What follows belongs to an exercise in optimizing a design on an open flow for small area, a short achievable clock period and few clock cycles per item; a production flow would make more cautious choices. At most, simulation tests tie the RTL to the original design; equivalence was not proved.

Setup of red:
## sprite_pixel_alpha_blend
module sprite_pixel_alpha_blend (
  input  logic              clk,
  input  logic              rst,
  input  logic              item_valid,
  output logic              item_ready,
  input  logic [31:0]       src_pixel,
  input  logic [31:0]       dst_pixel,
  output logic              result_valid,
  input  logic              result_ready,
  output logic [31:0]       out_pixel,
  output logic              write_enable,
  input  logic              psel,
  input  logic              penable,
  input  logic              pwrite,
  input  logic [2:0]        paddr,
  input  logic [31:0]       pwdata,
  output logic [31:0]       prdata,
  output logic              pready
);
Size: about 5800 cells after synthesis, roughly 450 flip-flops, ~170 I/O pins.
==> flow/config.mk <==
export PLATFORM = sky130hd
export DESIGN_NAME = sprite_pixel_alpha_blend
export DESIGN_NICKNAME = sprite_pixel_alpha_blend
export VERILOG_FILES = /design/flow/design.v
export SDC_FILE = /design/flow/constraint.sdc
export NUM_CORES = 4
export LEC_CHECK = 0
export CAP_MARGIN = 20
export CORE_MARGIN = 2
export CORE_UTILIZATION = 60
export CTS_BUF_LIST = sky130_fd_sc_hd__clkbuf_4
export SLEW_MARGIN = 20
==> flow/constraint.sdc <==
create_clock -name core_clock -period 17.0 [get_ports {clk}]
set_input_delay 3.4000 -clock core_clock [delete_from_list [all_inputs] [get_ports {clk}]]
set_output_delay 3.4000 -clock core_clock [all_outputs]
set_load 0.01 [all_outputs]
standard.sh (not shown) runs the stock make flow with config.mk's settings and CLKGATE_MAP_FILE= SYNTH_SCRIPT=/design/flow/synth_recipe.tcl, a recipe that flattens the netlist after the stock synthesis.
==> flow/flow/run.sh <==
#!/bin/bash
# The standard layout, with two changes to how it is made (the SDC is unchanged):
# - timing repair aims below the clock period: repair_timing keeps working until every path
#   has SETUP_SLACK_MARGIN ns of slack;
# - the port buffers that the standard flow puts on every input and output are plain buffers
#   rather than the delay cells buffer_ports picks on its own.
set -euo pipefail
bash standard.sh SETUP_SLACK_MARGIN=${MARGIN:-9.6} \
  "BUFFER_PORTS_ARGS=-buffer_cell sky130_fd_sc_hd__buf_1" finish > standard_flow.log 2>&1
red: done, clean on timing, DRC and antenna
Modified inputs, blue compared to red
-- flow/design.v --
<<< red, line 94
  assign go         = v4 && h4 && ofree;
  assign rj         = v4 && !go;
  assign item_ready = (!blk && (!v4 || (h4 && !result_valid))) || (!blk && v4 && h4 && result_ready);
  assign take       = item_valid && item_ready;
  always_ff @(posedge clk) begin
>>> blue, line 94
  assign go         = v4 && h4 && ofree;
  assign rj         = v4 && !go;
  assign item_ready = !rj && !blk;
  assign take       = item_valid && item_ready;
  always_ff @(posedge clk) begin
==> comparison <==
Diff red -> blue | global-route usage | decrease of 1.0 points
[compare] base=red new=blue: highest attainable clock frequency has remained practically unchanged, cell area after layout has decreased.
Die area across blue and red: no real change.
blue ends up with higher final worst setup slack than red does.
Of the two values seen for highest routing layer actually used, met4 was produced by red and met5 by blue.
As of blue, final cell count had fallen slightly compared to red.
Cmp blue vs red: routed length on met2 lower in blue
Going from red to blue, synthesized cell count grew slightly.
Against red, blue comes in 0.089 ns higher on minimum setup slack after placement.
[compare] base=red new=blue: source-to-sink clock delay at the later pin of the worst-skew pair shrank by 0.09 ns; shortest period the worst path allows lost 0.013 ns; number of synthesized register bits ~0 delta.
Function was not checked in any run of this note: the RTL went through the layout flow alone.


Setup of run 3:
sprite_pixel_alpha_blend, a different RTL version from the one above (not shown whole).
Size in the first run: ~6,000 cells after synthesis, about 490 flip-flops, roughly 170 I/O pins, ~53,000 sq um of cells after synthesis.
==> flow/config.mk <==
export PLATFORM = sky130hd
export DESIGN_NAME = sprite_pixel_alpha_blend
export DESIGN_NICKNAME = sprite_pixel_alpha_blend
export VERILOG_FILES = /design/flow/design.v
export SDC_FILE = /design/flow/constraint.sdc
export NUM_CORES = 4
export LEC_CHECK = 0
export CAP_MARGIN = 20
export CORE_MARGIN = 2
export CORE_UTILIZATION = 60
export CTS_BUF_LIST = sky130_fd_sc_hd__clkbuf_4
export SLEW_MARGIN = 20
==> flow/constraint.sdc <==
create_clock -name core_clock -period 17.0 [get_ports {clk}]
set_input_delay 3.4000 -clock core_clock [delete_from_list [all_inputs] [get_ports {clk}]]
set_output_delay 3.4000 -clock core_clock [all_outputs]
set_load 0.01 [all_outputs]
Scripts as last shown in full above: flow/flow/run.sh
What run 4 does differently from run 3 at the input level:
-- flow/design.v --
<<< run 3, line 72
    div_steps = r;
  endfunction
  function automatic logic [7:0] ceil255(input logic [15:0] x);
    logic [16:0] y, z;
    y = 17'(x) + 17'd254;
    z = y + 17'(y[16:8]) + 17'd1;
    ceil255 = z[15:8];
  endfunction
  function automatic logic [15:0] div255w(input logic [23:0] x);
>>> run 4, line 72
    div_steps = r;
  endfunction
  function automatic logic [7:0] div255(input logic [15:0] x);
    logic [16:0] y;
    y = 17'(x) + 17'(x[15:8]) + 17'd1;
    div255 = y[15:8];
  endfunction
  function automatic logic [15:0] div255w(input logic [23:0] x);
<<< run 3, line 194
    az1 <= az0;
  end
  logic [7:0]  oa1;
  logic [NUM_CHAN-1:0][15:0] a1, b1;
  logic [NUM_CHAN-1:0][23:0] bp1;
>>> run 4, line 193
    az1 <= az0;
  end
  logic [7:0]  k1, r1, oa1;
  logic [NUM_CHAN-1:0][15:0] a1, b1;
  logic [NUM_CHAN-1:0][23:0] bp1;
<<< run 3, line 202
  end
  always_comb begin
    oa1 = sa1 + ceil255(w1);
    for (int c = 0; c < NUM_CHAN; c++) begin
      b1[c] = div255w(bp1[c]);
>>> run 4, line 201
  end
  always_comb begin
    k1  = div255(w1);
    r1  = w1[7:0] + k1;
    oa1 = sa1 + k1 + {7'd0, r1 != 8'd0};
    for (int c = 0; c < NUM_CHAN; c++) begin
      b1[c] = div255w(bp1[c]);
==> comparison <==
Comparing run 4 and run 3, detailed-placement wirelength estimate is higher on run 3.
Comparing run 4 and run 3, share of the final layout cell area in sequential cells is lower on run 3.
The higher reg-to-reg setup timing slack of run 4 and run 3 is in run 4.
Summary of run 4 over run 3: relative area of clock buffers and inverters in the final design lost 0.39 points, die area moved down.
Looking at first-pass GRT wire length across run 4 and run 3, the one that comes out higher is run 3.
Delta (run 4 minus run 3): die extent in x decreased 2.3 um; share of the yosys chip area belonging to registers saw an increase; path depth of the worst reg2reg path has increased.
Taking run 3 as the reference, in run 4 share of synthesized area spent on multiplexers lower; number of different library cells in the post-synthesis netlist saw an increase.
Testbench counts of run 4, summed over its fixed seeds: cycles 11,440, items 11,200.
For run 3, only the layout was checked, not whether the RTL still works.


## 01-08
sprite_pixel_alpha_blend, a different RTL version from the one above (not shown whole).
For scale: about 5900 cells after synthesis, ~170 I/O pins.
==> module sprite_pixel_alpha_blend, before the edit <==
module sprite_pixel_alpha_blend (
  input  logic              clk,
  input  logic              rst,
  input  logic              item_valid,
  output logic              item_ready,
  input  logic [31:0]       src_pixel,
  input  logic [31:0]       dst_pixel,
  output logic              result_valid,
  input  logic              result_ready,
  output logic [31:0]       out_pixel,
  output logic              write_enable,
  input  logic              psel,
  input  logic              penable,
  input  logic              pwrite,
  input  logic [2:0]        paddr,
  input  logic [31:0]       pwdata,
  output logic [31:0]       prdata,
  output logic              pready
);
  localparam int S2_STEPS = 4;
  logic [1:0]  depth_mode;
  logic [15:0] key_color;
  assign pready = 1'b1;
  always_ff @(posedge clk) begin
    if (rst) begin
      depth_mode <= DEPTH_MODE_RESET;
      key_color  <= KEY_COLOR_RESET;
    end else if (psel && penable && pwrite) begin
      case (paddr[2])
        REG_DEPTH_MODE: depth_mode <= pwdata[1:0];
        REG_KEY_COLOR:  key_color  <= pwdata[15:0];
        default: ;
      endcase
    end
  end
  always_comb begin
    case (paddr[2])
      REG_DEPTH_MODE: prdata = {30'b0, depth_mode};
      REG_KEY_COLOR:  prdata = {16'b0, key_color};
      default:        prdata = 32'b0;
    endcase
  end
  function automatic logic [15:0] div_steps(input logic [15:0] s, input logic [7:0] oa,
                                            input int n);
    logic [15:0] r;
    logic [8:0]  t;
    logic [9:0]  diff;
    r = s;
    for (int i = 0; i < 8; i++) begin
      if (i < n) begin
        t    = {r[15:8], r[7]};
        diff = {1'b0, t} - {2'b00, oa};
        r    = diff[9] ? {t[7:0], r[6:0], 1'b0} : {diff[7:0], r[6:0], 1'b1};
      end
    end
    div_steps = r;
  endfunction
  function automatic logic [7:0] div255(input logic [15:0] x);
    logic [16:0] y;
    y = 17'(x) + 17'(x[15:8]) + 17'd1;
    div255 = y[15:8];
  endfunction
  function automatic logic [15:0] div255w(input logic [23:0] x);
    logic [24:0] y;
    logic [40:0] z;
    y = 25'(x) + 25'd1;
    z = {y, 16'b0} + {8'b0, y, 8'b0} + {16'b0, y};
    div255w = z[39:24];
  endfunction
  logic en;
  logic v1, v2, v3;
  assign en         = !result_valid || result_ready;
  assign item_ready = en;
  always_ff @(posedge clk) begin
    if (rst) begin
      v1           <= 1'b0;
      v2           <= 1'b0;
      v3           <= 1'b0;
      result_valid <= 1'b0;
    end else if (en) begin
      v1           <= item_valid;
      v2           <= v1;
      v3           <= v2;
      result_valid <= v3;
    end
  end
  logic [7:0]  sa0;
  logic [23:0] sc0, dc0;
  logic [15:0] w0;
  logic        we0, az0;
  logic [31:0] word0;
  always_comb begin
    we0   = 1'b0;
    word0 = dst_pixel;
    sa0   = 8'd0;
    case (depth_mode)
      MODE_8BIT: begin
        if ({8'b0, src_pixel[7:0]} != key_color) begin
          we0   = 1'b1;
          word0 = {24'b0, src_pixel[7:0]};
        end
      end
      MODE_16BIT: begin
        if (src_pixel[15:0] != key_color) begin
          we0   = 1'b1;
          word0 = {16'b0, src_pixel[15:0]};
        end
      end
      MODE_ARGB: begin
        sa0 = src_pixel[31:24];
        we0 = src_pixel[31:24] != 8'd0;
      end
      default: ;
    endcase
    az0 = (sa0 == 8'd0) && (word0[31:24] == 8'd0);
    w0  = az0 ? 16'd65025 : 16'(dst_pixel[31:24] * 8'(~sa0));
    dc0 = word0[23:0];
    sc0 = src_pixel[23:0];
  end
  logic [7:0]  sa1;
  logic [23:0] sc1, dc1;
  logic [15:0] w1;
  logic        we1, az1;
  always_ff @(posedge clk) begin
    if (en) begin
      sa1 <= sa0;
      sc1 <= sc0;
      dc1 <= dc0;
      w1  <= w0;
      we1 <= we0;
      az1 <= az0;
    end
  end
  logic [7:0]  k1, r1, oa1;
  logic [NUM_CHAN-1:0][15:0] a1, b1;
  always_comb begin
    k1  = div255(w1);
    r1  = w1[7:0] + k1;
    oa1 = sa1 + k1 + {7'd0, r1 != 8'd0};
    for (int c = 0; c < NUM_CHAN; c++) begin
      a1[c] = sa1 * sc1[c*8 +: 8];
      b1[c] = div255w(24'(dc1[c*8 +: 8] * w1));
    end
  end
  logic [7:0]  oa2;
  logic        we2, az2;
  logic [NUM_CHAN-1:0][15:0] a2, b2;
  always_ff @(posedge clk) begin
    if (en) begin
      oa2 <= oa1;
      we2 <= we1;
      az2 <= az1;
      a2  <= a1;
      b2  <= b1;
    end
  end
  logic [NUM_CHAN-1:0][15:0] a2n, b2n;
  always_comb begin
    for (int c = 0; c < NUM_CHAN; c++) begin
      a2n[c] = div_steps(a2[c], oa2, S2_STEPS);
      b2n[c] = div_steps(b2[c], oa2, S2_STEPS);
    end
  end
  logic [7:0]  oa3;
  logic        we3, az3;
  logic [NUM_CHAN-1:0][15:0] a3, b3;
  always_ff @(posedge clk) begin
    if (en) begin
      oa3 <= oa2;
      we3 <= we2;
      az3 <= az2;
      a3  <= a2n;
      b3  <= b2n;
    end
  end
  logic [NUM_CHAN-1:0][15:0] a3n, b3n;
  logic [23:0] rgb3;
  always_comb begin
    for (int c = 0; c < NUM_CHAN; c++) begin
      a3n[c] = div_steps(a3[c], oa3, 8 - S2_STEPS);
      b3n[c] = div_steps(b3[c], oa3, 8 - S2_STEPS);
      rgb3[c*8 +: 8] = a3n[c][7:0] + b3n[c][7:0];
    end
  end
  always_ff @(posedge clk) begin
    if (en) begin
      out_pixel    <= {az3 ? 8'd0 : oa3, rgb3};
      write_enable <= we3;
    end
  end
endmodule
clock: 17.0 ns
lec_check: 0
cap_margin: 20
core_margin: 2
core_utilization: 40
slew_margin: 20
run.sh (not shown) runs the stock make flow with config.mk's settings and CLKGATE_MAP_FILE= SYNTH_SCRIPT=/design/flow/synth_recipe.tcl, a recipe that flattens the netlist after the stock synthesis.
Stock flow here: none of the scripts above is used.
Testbench counts of 01-08, summed over its fixed seeds: cycles 11,392, items 11,200.
Changes in 11-26 relative to 01-08:
--- a/flow/design.v
+++ b/flow/design.v
@@ -35,13 +35,14 @@
   input  logic              pwrite,
   input  logic [2:0]        paddr,
   input  logic [31:0]       pwdata,
   output logic [31:0]       prdata,
   output logic              pready
 );
-  localparam int S2_STEPS = 4;
+  localparam int S2_STEPS = 3;
+  localparam int S3_STEPS = 3;
   logic [1:0]  depth_mode;
   logic [15:0] key_color;
   assign pready = 1'b1;
   always_ff @(posedge clk) begin
     if (rst) begin
       depth_mode <= DEPTH_MODE_RESET;
@@ -86,26 +87,28 @@
     logic [40:0] z;
     y = 25'(x) + 25'd1;
     z = {y, 16'b0} + {8'b0, y, 8'b0} + {16'b0, y};
     div255w = z[39:24];
   endfunction
   logic en;
-  logic v1, v2, v3;
+  logic v1, v2, v3, v4;
   assign en         = !result_valid || result_ready;
   assign item_ready = en;
   always_ff @(posedge clk) begin
     if (rst) begin
       v1           <= 1'b0;
       v2           <= 1'b0;
       v3           <= 1'b0;
+      v4           <= 1'b0;
       result_valid <= 1'b0;
     end else if (en) begin
       v1           <= item_valid;
       v2           <= v1;
       v3           <= v2;
-      result_valid <= v3;
+      v4           <= v3;
+      result_valid <= v4;
     end
   end
   logic [7:0]  sa0;
   logic [23:0] sc0, dc0;
   logic [15:0] w0;
   logic        we0, az0;
@@ -192,21 +195,40 @@
       az3 <= az2;
       a3  <= a2n;
       b3  <= b2n;
     end
   end
   logic [NUM_CHAN-1:0][15:0] a3n, b3n;
-  logic [23:0] rgb3;
-  always_comb begin
-    for (int c = 0; c < NUM_CHAN; c++) begin
-      a3n[c] = div_steps(a3[c], oa3, 8 - S2_STEPS);
-      b3n[c] = div_steps(b3[c], oa3, 8 - S2_STEPS);
-      rgb3[c*8 +: 8] = a3n[c][7:0] + b3n[c][7:0];
-    end
-  end
-  always_ff @(posedge clk) begin
-    if (en) begin
-      out_pixel    <= {az3 ? 8'd0 : oa3, rgb3};
-      write_enable <= we3;
+  always_comb begin
+    for (int c = 0; c < NUM_CHAN; c++) begin
+      a3n[c] = div_steps(a3[c], oa3, S3_STEPS);
+      b3n[c] = div_steps(b3[c], oa3, S3_STEPS);
+    end
+  end
+  logic [7:0]  oa4;
+  logic        we4, az4;
+  logic [NUM_CHAN-1:0][15:0] a4, b4;
+  always_ff @(posedge clk) begin
+    if (en) begin
+      oa4 <= oa3;
+      we4 <= we3;
+      az4 <= az3;
+      a4  <= a3n;
+      b4  <= b3n;
+    end
+  end
+  logic [NUM_CHAN-1:0][15:0] a4n, b4n;
+  logic [23:0] rgb4;
+  always_comb begin
+    for (int c = 0; c < NUM_CHAN; c++) begin
+      a4n[c] = div_steps(a4[c], oa4, 8 - S2_STEPS - S3_STEPS);
+      b4n[c] = div_steps(b4[c], oa4, 8 - S2_STEPS - S3_STEPS);
+      rgb4[c*8 +: 8] = a4n[c][7:0] + b4n[c][7:0];
+    end
+  end
+  always_ff @(posedge clk) begin
+    if (en) begin
+      out_pixel    <= {az4 ? 8'd0 : oa4, rgb4};
+      write_enable <= we4;
     end
   end
 endmodule
--- outcome ---
Of 11-26 and 01-08, 11-26 shows the lower actual transition at the worst max-transition pin, with 01-08 above it. Compared with 01-08, in 11-26 final clock period utilization by the worst path saw a decrease, final period demand of the worst path now sits lower, area of the die has increased, TritonCTS sink count increased by about 30% relative to the old numbers. A endpoint of the most critical setup path of out_pixel[14] is what 01-08 shows, while b2[24] belongs to 11-26.
Testbench counts of 11-26, summed over its fixed seeds: cycles 11,440, items 11,200.

-- re-timing with driven ports --
How much do the figures lean on ideal ports? The routed layouts below were timed once more, with nothing changed but the port constraints.
Step 1 sets driving cells, clkbuf_16 on the clock port and buf_2 on the other inputs (assumed; they add their load-dependent delay and slew).
Step 2 times the ports against the registers' clock, not the clock port: input delays grow and output delays shrink by t, the midpoint of the rising clock arrivals with the driver on.
Slacks: ideal / step 1 / step 2; pairs: ideal / step 1.
run | t, ns | slack for setup (ns) | hold WS [ns] | latest minus earliest clock arrival (ns) | worst slew at a driven data input, ns
red | 1.077 | 9.508 / 9.433 / 9.164 | 0.272 / 0.272 / 0.272 | 0.075 / 0.075 | 0.07
blue | 0.992 | 9.521 / 9.489 / 9.436 | 0.305 / 0.305 / 0.305 | 0.061 / 0.061 | 0.06
run 3 | 1.099 | 9.632 / 9.576 / 9.057 | 0.317 / 0.317 / 0.317 | 0.058 / 0.058 | 0.07
run 4 | 1.136 | 9.630 / 9.558 / 9.027 | 0.319 / 0.319 / 0.319 | 0.071 / 0.071 | 0.09
01-08 | 0.671 | 5.719 / 5.719 / 5.719 | 0.407 / 0.407 / 0.407 | 0.020 / 0.021 | 0.07
11-26 | 0.756 | 8.182 / 8.182 / 8.182 | 0.373 / 0.373 / 0.373 | 0.058 / 0.058 | 0.07
After both steps every run listed still meets setup and hold. The setup slack of run 4, which loses most, moves by -0.072 ns with the drivers and by -0.603 ns with both steps.
